From an optimization exercise on the open Yosys and OpenROAD flow, aimed at small area, a short achievable clock period and few clock cycles per item; shortcuts taken in it are not production practice. Function was checked by simulation only, so behaviour that the tests miss may differ from the original.

## run a
==> flow/design.v <==
package dmem_pkg;
    localparam logic [1:0] SIZE_BYTE = 2'b00;
    localparam logic [1:0] SIZE_HALF = 2'b01;
    localparam logic [1:0] SIZE_WORD = 2'b10;
    localparam logic [1:0] SIZE_RSVD = 2'b11;
    typedef enum logic [1:0] {
        IDLE = 2'd0,
        WAIT = 2'd1,
        RESP = 2'd2
    } state_e;
    function automatic logic [3:0] lane_sel(input logic [1:0] size, input logic [1:0] off);
        case (size)
            SIZE_BYTE: lane_sel = 4'b0001 << off;
            SIZE_HALF: lane_sel = off[1] ? 4'b1100 : 4'b0011;
            SIZE_WORD: lane_sel = 4'b1111;
            default:   lane_sel = 4'b0000;
        endcase
    endfunction
    function automatic logic [2:0] size_bytes(input logic [1:0] size);
        case (size)
            SIZE_BYTE: size_bytes = 3'd1;
            SIZE_HALF: size_bytes = 3'd2;
            SIZE_WORD: size_bytes = 3'd4;
            default:   size_bytes = 3'd0;
        endcase
    endfunction
endpackage
module byte_lane_ram #(
    parameter int ROWS  = 64,
    parameter int ROW_W = 6
) (
    input  logic        clk,
    input  logic [ROWS-1:0] row_i,
    input  logic [15:0] wsel_hi_n_i,
    input  logic [15:0] wsel_lo_n_i,
    input  logic [31:0] wdata_i,
    output logic [31:0] rdata_lo_o,
    output logic [31:0] rdata_hi_o
);
    logic [31:0] rows_q [ROWS];
    genvar gr, gl;
    generate
        for (gr = 0; gr < ROWS; gr++) begin : g_row
            for (gl = 0; gl < 4; gl++) begin : g_lane
                always_ff @(posedge clk) begin
                    if (!(wsel_hi_n_i[gr / 4] || wsel_lo_n_i[(gr % 4) * 4 + gl])) begin
                        rows_q[gr][31-8*gl -: 8] <= wdata_i[31-8*gl -: 8];
                    end
                end
            end
        end
    endgenerate
    always_comb begin
        rdata_lo_o = '0;
        rdata_hi_o = '0;
        for (int r = 0; r < ROWS / 2; r++) begin
            if (row_i[r]) rdata_lo_o = rdata_lo_o | rows_q[r];
        end
        for (int r = ROWS / 2; r < ROWS; r++) begin
            if (row_i[r]) rdata_hi_o = rdata_hi_o | rows_q[r];
        end
    end
endmodule
import dmem_pkg::*;
module data_memory_ctrl #(
    parameter int ADDR_W      = 8,
    parameter int DEPTH_BYTES = 256,
    parameter int WAIT_CYCLES = 0
) (
    input  logic              clk,
    input  logic              rst,
    input  logic              req_valid,
    output logic              req_ready,
    input  logic              req_we,
    input  logic [1:0]        req_size,
    input  logic              req_signed,
    input  logic [ADDR_W-1:0] req_addr,
    input  logic [31:0]       req_wdata,
    output logic              rsp_valid,
    output logic [31:0]       rsp_rdata,
    output logic              rsp_err,
    input  logic [31:0]       alu_result,
    input  logic              mem_to_reg,
    output logic [31:0]       wb_data
);
    localparam int ROWS  = DEPTH_BYTES / 4;
    localparam int ROW_W = (ROWS > 1) ? $clog2(ROWS) : 1;
    logic             req_err;
    logic [31:0]      req_lane_wdata;
    always_comb begin
        case (req_size)
            SIZE_BYTE: req_err = 1'b0;
            SIZE_HALF: req_err = req_addr[0];
            SIZE_WORD: req_err = (req_addr[1:0] != 2'b00);
            default:   req_err = 1'b1;
        endcase
        case (req_size)
            SIZE_BYTE: req_lane_wdata = {4{req_wdata[7:0]}};
            SIZE_HALF: req_lane_wdata = {2{req_wdata[15:0]}};
            default:   req_lane_wdata = req_wdata;
        endcase
    end
    logic              a_valid;
    logic [15:0]       a_wsel_hi_n;  
    logic [15:0]       a_wsel_lo_n;  
    logic              a_err;
    logic              a_zero;
    logic              a_signed;
    logic [1:0]        a_size;
    logic [1:0]        a_off;
    logic [ROWS-1:0]   a_row;
    logic [31:0]       a_wdata;
    logic        b_valid;
    logic        b_err;
    logic        b_zero;
    logic        b_signed;
    logic [1:0]  b_size;
    logic [1:0]  b_off;
    logic [31:0] b_rdata_lo;
    logic [31:0] b_rdata_hi;
    logic [31:0] b_rdata;
    logic        rsp_valid_q;
    logic        rsp_err_q;
    logic [31:0] rsp_rdata_q;
    logic [31:0] wb_q;
    logic [31:0] ram_rdata_lo;
    logic [31:0] ram_rdata_hi;
    logic [7:0]  sel_byte;
    logic [15:0] sel_half;
    logic [31:0] ext_data;
    assign req_ready = 1'b1;
    logic [15:0] req_wsel_lo_n;
    logic [3:0]  req_lanes;
    always_comb begin
        req_lanes = dmem_pkg::lane_sel(req_size, req_addr[1:0]);
        for (int j = 0; j < 16; j++) begin
            req_wsel_lo_n[j] = !(req_valid && req_we && !req_err &&
                                 (req_addr[3:2] == 2'(j / 4)) && req_lanes[j % 4]);
        end
    end
    always_ff @(posedge clk or posedge rst) begin
        if (rst) begin
            a_valid   <= 1'b0;
            a_wsel_lo_n <= 16'hFFFF;
        end else begin
            a_valid     <= req_valid;
            a_wsel_lo_n <= req_wsel_lo_n;
        end
    end
    always_ff @(posedge clk) begin
        a_err    <= req_err;
        a_zero   <= req_err || req_we;
        a_signed <= req_signed;
        a_size   <= req_size;
        a_off    <= req_addr[1:0];
        a_row    <= ROWS'(1) << req_addr[ROW_W+1:2];
        a_wsel_hi_n <= ~(16'(1) << req_addr[ROW_W+1:4]);
        a_wdata  <= req_lane_wdata;
    end
    byte_lane_ram #(
        .ROWS  (ROWS),
        .ROW_W (ROW_W)
    ) u_ram (
        .clk     (clk),
        .row_i   (a_row),
        .wsel_hi_n_i(a_wsel_hi_n),
        .wsel_lo_n_i(a_wsel_lo_n),
        .wdata_i (a_wdata),
        .rdata_lo_o(ram_rdata_lo),
        .rdata_hi_o(ram_rdata_hi)
    );
    always_ff @(posedge clk or posedge rst) begin
        if (rst) b_valid <= 1'b0;
        else     b_valid <= a_valid;
    end
    always_ff @(posedge clk or posedge rst) begin
        if (rst) begin
            b_err  <= 1'b0;
            b_zero <= 1'b1;
        end else if (a_valid) begin
            b_err  <= a_err;
            b_zero <= a_zero;
        end
    end
    always_ff @(posedge clk) begin
        if (a_valid) begin
            b_signed   <= a_signed;
            b_size     <= a_size;
            b_off      <= a_off;
            b_rdata_lo <= ram_rdata_lo;
            b_rdata_hi <= ram_rdata_hi;
        end
    end
    assign b_rdata = b_rdata_lo | b_rdata_hi;
    always_comb begin
        case (b_off)
            2'd0:    sel_byte = b_rdata[31:24];
            2'd1:    sel_byte = b_rdata[23:16];
            2'd2:    sel_byte = b_rdata[15:8];
            default: sel_byte = b_rdata[7:0];
        endcase
        sel_half = b_off[1] ? b_rdata[15:0] : b_rdata[31:16];
        case (b_size)
            SIZE_BYTE: ext_data = {{24{b_signed & sel_byte[7]}}, sel_byte};
            SIZE_HALF: ext_data = {{16{b_signed & sel_half[15]}}, sel_half};
            default:   ext_data = b_rdata;
        endcase
    end
    always_ff @(posedge clk or posedge rst) begin
        if (rst) begin
            rsp_valid_q <= 1'b0;
            rsp_err_q   <= 1'b0;
            rsp_rdata_q <= 32'd0;
        end else begin
            rsp_valid_q <= b_valid;
            rsp_err_q   <= b_err;
            rsp_rdata_q <= b_zero ? 32'd0 : ext_data;
        end
    end
    always_ff @(posedge clk or posedge rst) begin
        if (rst) wb_q <= 32'd0;
        else     wb_q <= mem_to_reg ? rsp_rdata_q : alu_result;
    end
    assign rsp_valid = rsp_valid_q;
    assign rsp_rdata = rsp_rdata_q;
    assign rsp_err   = rsp_err_q;
    assign wb_data   = wb_q;
endmodule
clock: 6.5 ns
lec_check: 0
cap_margin: 20
core_margin: 2
core_utilization: 45
cts_cluster_diameter: 80
cts_cluster_size: 25
setup_slack_margin: 3.9
slew_margin: 20
run.sh (not shown) runs the stock make flow with config.mk's settings and CLKGATE_MAP_FILE= SYNTH_SCRIPT=/design/flow/synth_recipe.tcl, a recipe that flattens the netlist after the stock synthesis.
Run a was carried through to the last stage, and its layout satisfied the timing, design-rule and antenna checks.
Testbench counts of run a, summed over its fixed seeds: cycles 24,024, items 24,000.
Setup changes, run a to run b
-- flow/design.v --
<<< run a, line 130
    logic [31:0] ext_data;
    assign req_ready = 1'b1;
    logic [15:0] req_wsel_lo_n;
    logic [3:0]  req_lanes;
    always_comb begin
        req_lanes = dmem_pkg::lane_sel(req_size, req_addr[1:0]);
        for (int j = 0; j < 16; j++) begin
            req_wsel_lo_n[j] = !(req_valid && req_we && !req_err &&
                                 (req_addr[3:2] == 2'(j / 4)) && req_lanes[j % 4]);
        end
    end
    always_ff @(posedge clk or posedge rst) begin
        if (rst) begin
>>> run b, line 130
    logic [31:0] ext_data;
    assign req_ready = 1'b1;
    always_ff @(posedge clk or posedge rst) begin
        if (rst) begin
<<< run a, line 145
        end else begin
            a_valid     <= req_valid;
            a_wsel_lo_n <= req_wsel_lo_n;
        end
    end
>>> run b, line 136
        end else begin
            a_valid     <= req_valid;
            a_wsel_lo_n <= 16'hFFFF;
            if (req_valid && req_we && !req_err) begin
                a_wsel_lo_n[4*req_addr[3:2] +: 4] <= ~dmem_pkg::lane_sel(req_size, req_addr[1:0]);
            end
        end
    end
<<< run a, line 174
        else     b_valid <= a_valid;
    end
    always_ff @(posedge clk or posedge rst) begin
        if (rst) begin
            b_err  <= 1'b0;
            b_zero <= 1'b1;
        end else if (a_valid) begin
            b_err  <= a_err;
            b_zero <= a_zero;
        end
    end
    always_ff @(posedge clk) begin
        if (a_valid) begin
            b_signed   <= a_signed;
            b_size     <= a_size;
            b_off      <= a_off;
            b_rdata_lo <= ram_rdata_lo;
            b_rdata_hi <= ram_rdata_hi;
        end
    end
    assign b_rdata = b_rdata_lo | b_rdata_hi;
>>> run b, line 168
        else     b_valid <= a_valid;
    end
    always_ff @(posedge clk) begin
        b_err    <= a_err;
        b_zero   <= a_zero;
        b_signed <= a_signed;
        b_size   <= a_size;
        b_off    <= a_off;
        b_rdata_lo <= ram_rdata_lo;
        b_rdata_hi <= ram_rdata_hi;
    end
    assign b_rdata = b_rdata_lo | b_rdata_hi;
<<< run a, line 214
        end else begin
            rsp_valid_q <= b_valid;
            rsp_err_q   <= b_err;
            rsp_rdata_q <= b_zero ? 32'd0 : ext_data;
        end
    end
>>> run b, line 199
        end else begin
            rsp_valid_q <= b_valid;
            if (b_valid) begin
                rsp_err_q   <= b_err;
                rsp_rdata_q <= b_zero ? 32'd0 : ext_data;
            end
        end
    end
Results
- The data arrival time of the worst path of run b falls short of that of run a by 50 ps.
- Between run b and run a, the share of the clock period used by the worst path after layout is higher for run a.
- Where final worst hold slack is concerned, run a is better than run b.
- Delta (run b minus run a): via count of the routed design has decreased; number of clock-tree buffers in the layout moved up; count of instances resized after the clock tree is built went up by 24.
- Row number of distinct library cell variants in the gate-level netlist after synthesis: run b higher / run a lower
- When run b is measured against run a, its synthesized instance count turns out 55 higher.
- In run b, the register-to-register setup slack came out 90 ps below the value in run a.
- Between run b and run a, it is run b whose met2 track utilization from global routing is higher, by 0.72 points.
- Looking at footprint of the flip-flops and latches across run b and run a, the one that comes out lower is run b.
- Global-route wire length before repair ends up lower on run b.
Testbench counts of run b, summed over its fixed seeds: cycles 24,024, items 24,000.

* * *

RTL: the design.v shown in full above, as it stands there.
Settings: LEC_CHECK=0, CAP_MARGIN=20, CORE_MARGIN=2, CORE_UTILIZATION=45, CTS_CLUSTER_DIAMETER=80, CTS_CLUSTER_SIZE=25, SETUP_SLACK_MARGIN=3.8, SLEW_MARGIN=20; clock period 6.5 ns.
Testbench counts at the start, summed over its fixed seeds: cycles 24,024, items 24,000.
Edit:
--- a/flow/design.v
+++ b/flow/design.v
@@ -129,22 +129,16 @@
     logic [15:0] sel_half;
     logic [31:0] ext_data;
     assign req_ready = 1'b1;
-    logic [15:0] req_wsel_lo_n;
-    logic [3:0]  req_lanes;
-    always_comb begin
-        req_lanes = dmem_pkg::lane_sel(req_size, req_addr[1:0]);
-        for (int j = 0; j < 16; j++) begin
-            req_wsel_lo_n[j] = !(req_valid && req_we && !req_err &&
-                                 (req_addr[3:2] == 2'(j / 4)) && req_lanes[j % 4]);
-        end
-    end
     always_ff @(posedge clk or posedge rst) begin
         if (rst) begin
             a_valid   <= 1'b0;
             a_wsel_lo_n <= 16'hFFFF;
         end else begin
             a_valid     <= req_valid;
-            a_wsel_lo_n <= req_wsel_lo_n;
+            a_wsel_lo_n <= 16'hFFFF;
+            if (req_valid && req_we && !req_err) begin
+                a_wsel_lo_n[4*req_addr[3:2] +: 4] <= ~dmem_pkg::lane_sel(req_size, req_addr[1:0]);
+            end
         end
     end
     always_ff @(posedge clk) begin
@@ -206,18 +200,12 @@
             default:   ext_data = b_rdata;
         endcase
     end
-    always_ff @(posedge clk or posedge rst) begin
-        if (rst) begin
-            rsp_valid_q <= 1'b0;
-            rsp_err_q   <= 1'b0;
-            rsp_rdata_q <= 32'd0;
-        end else begin
-            rsp_valid_q <= b_valid;
-            rsp_err_q   <= b_err;
-            rsp_rdata_q <= b_zero ? 32'd0 : ext_data;
-        end
-    end
-    always_ff @(posedge clk or posedge rst) begin
+    always_ff @(posedge clk) begin
+        rsp_valid_q <= b_valid;
+        rsp_err_q   <= b_err;
+        rsp_rdata_q <= b_zero ? 32'd0 : ext_data;
+    end
+    always_ff @(posedge clk) begin
         if (rst) wb_q <= 32'd0;
         else     wb_q <= mem_to_reg ? rsp_rdata_q : alu_result;
     end
After rerunning:
- The changed run went through all stages and came out clean
- area after synthesis hardly moves
- cell count goes up by 1.0%
- die area barely changes
- utilization barely changes
- routed wire length goes down by 1.1%
Testbench counts after the change, summed over its fixed seeds: cycles 24,024, items 24,000.

-- re-timing with driven ports --
No port has a modelled driver above. Below, the same layouts with a new extraction and two added sets of constraints. Step 1, drivers: a clkbuf_16 drives clk and a buf_2 each remaining input, both assumed. Step 2 also shifts input and output timing later by t, the mid clock arrival at the registers, as if the neighbouring blocks saw the same clock. Slacks: ideal / step 1 / step 2; pairs: ideal / step 1.
run	t (ns)	slack for setup (ns)	worst setup path after step 2	worst register clock-pin slew, ns	cell pins on the clock port's net
run a	0.855	3.769 / 3.688 / 3.420	input to register	0.11 / 0.11	1
run b	0.879	3.824 / 3.738 / 3.159	input to register	0.10 / 0.10	1
the first run of note 2	0.848	3.782 / 3.702 / 3.427	input to register	0.11 / 0.11	1
the second run of note 2	0.853	3.836 / 3.752 / 3.025	input to register	0.11 / 0.11	1
After both steps every run listed still meets setup and hold. For the second run of note 2, which loses most, drivers alone change the setup slack by -0.084 ns; drivers and shift together by -0.811 ns.
